What follows belongs to an exercise in optimizing a design on an open flow for small area, a short achievable clock period and few clock cycles per item; a production flow would make more cautious choices. Function was checked by simulation only, so behaviour that the tests miss may differ from the original. Power figures rest on the tool's default switching activity, not on a simulated workload.

old:
## ifmap_converter
module ifmap_converter
(
	input  logic clk,
	input  logic reset,
	input  logic [64-1:0] in_data,
	input  logic in_empty_n,
	output logic in_read,
	input  logic out_full_n,
	output logic [64-1:0] out_data,
	output logic out_last,
	output logic out_write
);
	logic take;
	logic wr_en;
	logic [8*8-1:0] wr_hi_n;
	logic [8*8-1:0] wr_lo_n;
	logic [64-1:0] wr_data;
	logic wr_room;
	logic [8*8-1:0] rd_hi;
	logic [8*8-1:0] rd_lo;
	logic [64-1:0] rd_data;
	tile_writer writer_i (
		.clk(clk),
		.reset(reset),
		.in_data(in_data),
		.in_empty_n(in_empty_n),
		.in_read(in_read),
		.wr_room(wr_room),
		.take(take),
		.wr_hi_n(wr_hi_n),
		.wr_lo_n(wr_lo_n),
		.wr_data(wr_data)
	);
	always_ff @(posedge clk or posedge reset) begin
		if (reset) begin
			wr_en <= 1'b0;
		end else begin
			wr_en <= take;
		end
	end
	tile_buffer buffer_i (
		.clk(clk),
		.wr_hi_n(wr_hi_n),
		.wr_lo_n(wr_lo_n),
		.wr_data(wr_data),
		.rd_hi(rd_hi),
		.rd_lo(rd_lo),
		.rd_data(rd_data)
	);
	transpose_reader reader_i (
		.clk(clk),
		.reset(reset),
		.take(take),
		.wr_en(wr_en),
		.wr_room(wr_room),
		.rd_data(rd_data),
		.rd_hi(rd_hi),
		.rd_lo(rd_lo),
		.out_full_n(out_full_n),
		.out_data(out_data),
		.out_last(out_last),
		.out_write(out_write)
	);
endmodule
Size in the first run: ~4,700 flip-flops, roughly 180,000 sq um of cells after synthesis.
Settings: LEC_CHECK=0, CAP_MARGIN=20, CORE_MARGIN=2, CORE_UTILIZATION=45, CTS_CLUSTER_DIAMETER=100, CTS_CLUSTER_SIZE=20, SETUP_SLACK_MARGIN=2.65, SLEW_MARGIN=20; clock period 5.0 ns.
run.sh (not shown) runs the stock make flow with config.mk's settings and CLKGATE_MAP_FILE= SYNTH_SCRIPT=/design/flow/synth_recipe.tcl, a recipe that flattens the netlist after the stock synthesis.
Testbench counts of old, summed over its fixed seeds: cycles 8,712, tiles 128.
### old -> new
-- flow/config.mk --
<<< old, line 11
export CTS_CLUSTER_DIAMETER = 100
export CTS_CLUSTER_SIZE = 20
export SETUP_SLACK_MARGIN = 2.65
export SLEW_MARGIN = 20
>>> new, line 11
export CTS_CLUSTER_DIAMETER = 100
export CTS_CLUSTER_SIZE = 20
export SETUP_SLACK_MARGIN = 2.3
export SLEW_MARGIN = 20
## What came out
- Summary of new over old: post-route clock period utilization climbed 2.2 points; final-layout worst hold slack barely changed; sum of met2 wire segment lengths after detailed routing dropped 4.0%.
- On clock network contribution to total cell area, old and new are basically level.
- A start point of the critical path of reader_i.rd_lo[22] is what new shows, while reader_i.out_data[53] belongs to old.


## 06-18
ifmap_converter, a different RTL version from the one above (not shown whole).
For scale: about 4600 flip-flops, ~140 I/O pins, ~170000 sq um of cells after synthesis.
clock: 5.0 ns
lec_check: 0
cap_margin: 20
core_margin: 2
core_utilization: 45
cts_cluster_diameter: 100
cts_cluster_size: 20
slew_margin: 20
06-18 went all the way through the flow, and no timing, DRC or antenna check failed.
Testbench counts of 06-18, summed over its fixed seeds: cycles 8,704, tiles 128.
[inputs] 03-26 vs 06-18
- SETUP_SLACK_MARGIN newly set to 2.6
==> comparison <==
Non-clock buffer count (03-26 / 06-18): 1.8
Comparing 06-18 with 03-26, the flip-flop and latch power came out essentially unchanged.
From 06-18 to 03-26 the numbers moved as follows: clock power did not really move, sequential share of cell area decreased 2.6 points.
03-26 and 06-18 ended up with roughly the same areal power density over the cells.
Of 06-18 and 03-26, 06-18 shows the higher critical path depth, with 03-26 below it.
Layout overhead on the synthesized area: 03-26 > 06-18
Number of inverters outside the clock class in the layout for 03-26: 2.2% up relative to 06-18
Re maximum frequency: 06-18 was lower than 03-26.
Measured against each other, 06-18 and 03-26 differ in total routing resource utilization after global routing, the higher figure coming from 03-26.
Comparing 06-18 and 03-26, highest ir drop seen on vdd is lower on 06-18.
Capture point of the critical path: reader_i.rd_lo[27]$_DFFE_PP0P_ -> 06-18, out_data[17] -> 03-26


## try-xenon
RTL: one of the versions met above, not the one the previous note started from.
For scale: about 4700 flip-flops, ~140 I/O pins, roughly 0.18 mm2 of cells after synthesis.
clock: 5.0 ns
lec_check: 0
cap_margin: 20
core_margin: 2
core_utilization: 45
cts_cluster_diameter: 80
cts_cluster_size: 25
setup_slack_margin: 2.5
slew_margin: 20
Every stage of the flow completed for try-xenon, and the final layout passed the timing, design-rule and antenna checks.
Testbench counts of try-xenon, summed over its fixed seeds: cycles 8,712, tiles 128.
Input-level comparison between try-garnet and try-xenon:
--- a/flow/config.mk
+++ b/flow/config.mk
@@ -10,3 +10,3 @@
-export CORE_UTILIZATION = 45
-export CTS_CLUSTER_DIAMETER = 80
-export CTS_CLUSTER_SIZE = 25
+export CORE_UTILIZATION = 50
+export CTS_CLUSTER_DIAMETER = 100
+export CTS_CLUSTER_SIZE = 20
Notes after the runs:
- Density: try-garnet denser than try-xenon
- Relative to try-xenon, cell count of the worst hold path has increased by 1 in try-garnet.
- First-iteration DRC count (try-garnet over try-xenon): increase, 273
- On width of the die: between try-garnet and try-xenon, it ends up lower for try-garnet.
- Taking try-xenon as the reference point, the global-route usage of try-garnet rises by 3.3 points.
- Hold slack is lower on try-xenon
- Power density over the cells (higher): try-garnet
- Compared with try-xenon, try-garnet degrades final non-filler cell area.
- try-xenon leaves less setup margin than try-garnet.
- Wire length of the first global-routing pass, try-garnet vs try-xenon: up slightly
- Relative to try-xenon, total detailed-routing wirelength has gone up in try-garnet.

separate check: timing with driven ports:
The flow's constraints put no driver on any port. The routed layouts listed below were extracted and timed again, unchanged, in two steps. Step 1: set_driving_cell puts a clkbuf_16 on clk and a buf_2 on each other input, an assumption about the parent block. Step 2 adds t to the input delays and takes it off the output delays; t is the mean of the earliest and latest rising clock arrival at the registers after step 1. Input paths then give back, and output paths get back, about the clock's delay inside the block. Three values: ideal ports, drivers, drivers and shift; two values: the first two.
| run | t (ns) | setup slack, ns | hold WS [ns] | slew at the worst register clock pin (ns) |
|---|---|---|---|---|
| old | 1.055 | 2.356 / 2.247 / 1.727 | 0.480 / 0.412 / 0.480 | 0.09 / 0.09 |
| new | 1.057 | 2.244 / 2.215 / 1.367 | 0.479 / 0.479 / 0.479 | 0.09 / 0.09 |
| 06-18 | 1.059 | 1.500 / 1.500 / 1.267 | 0.468 / 0.468 / 0.468 | 0.09 / 0.09 |
| 03-26 | 1.047 | 2.349 / 2.239 / 1.638 | 0.489 / 0.489 / 0.489 | 0.09 / 0.09 |
| try-xenon | 1.083 | 2.341 / 2.221 / 1.620 | 0.463 / 0.463 / 0.463 | 0.11 / 0.11 |
| try-garnet | 1.046 | 2.366 / 2.258 / 1.599 | 0.473 / 0.473 / 0.473 | 0.09 / 0.09 |
After both steps every run listed still meets setup and hold. For new, which loses most, drivers alone change the setup slack by -0.029 ns; drivers and shift together by -0.877 ns.
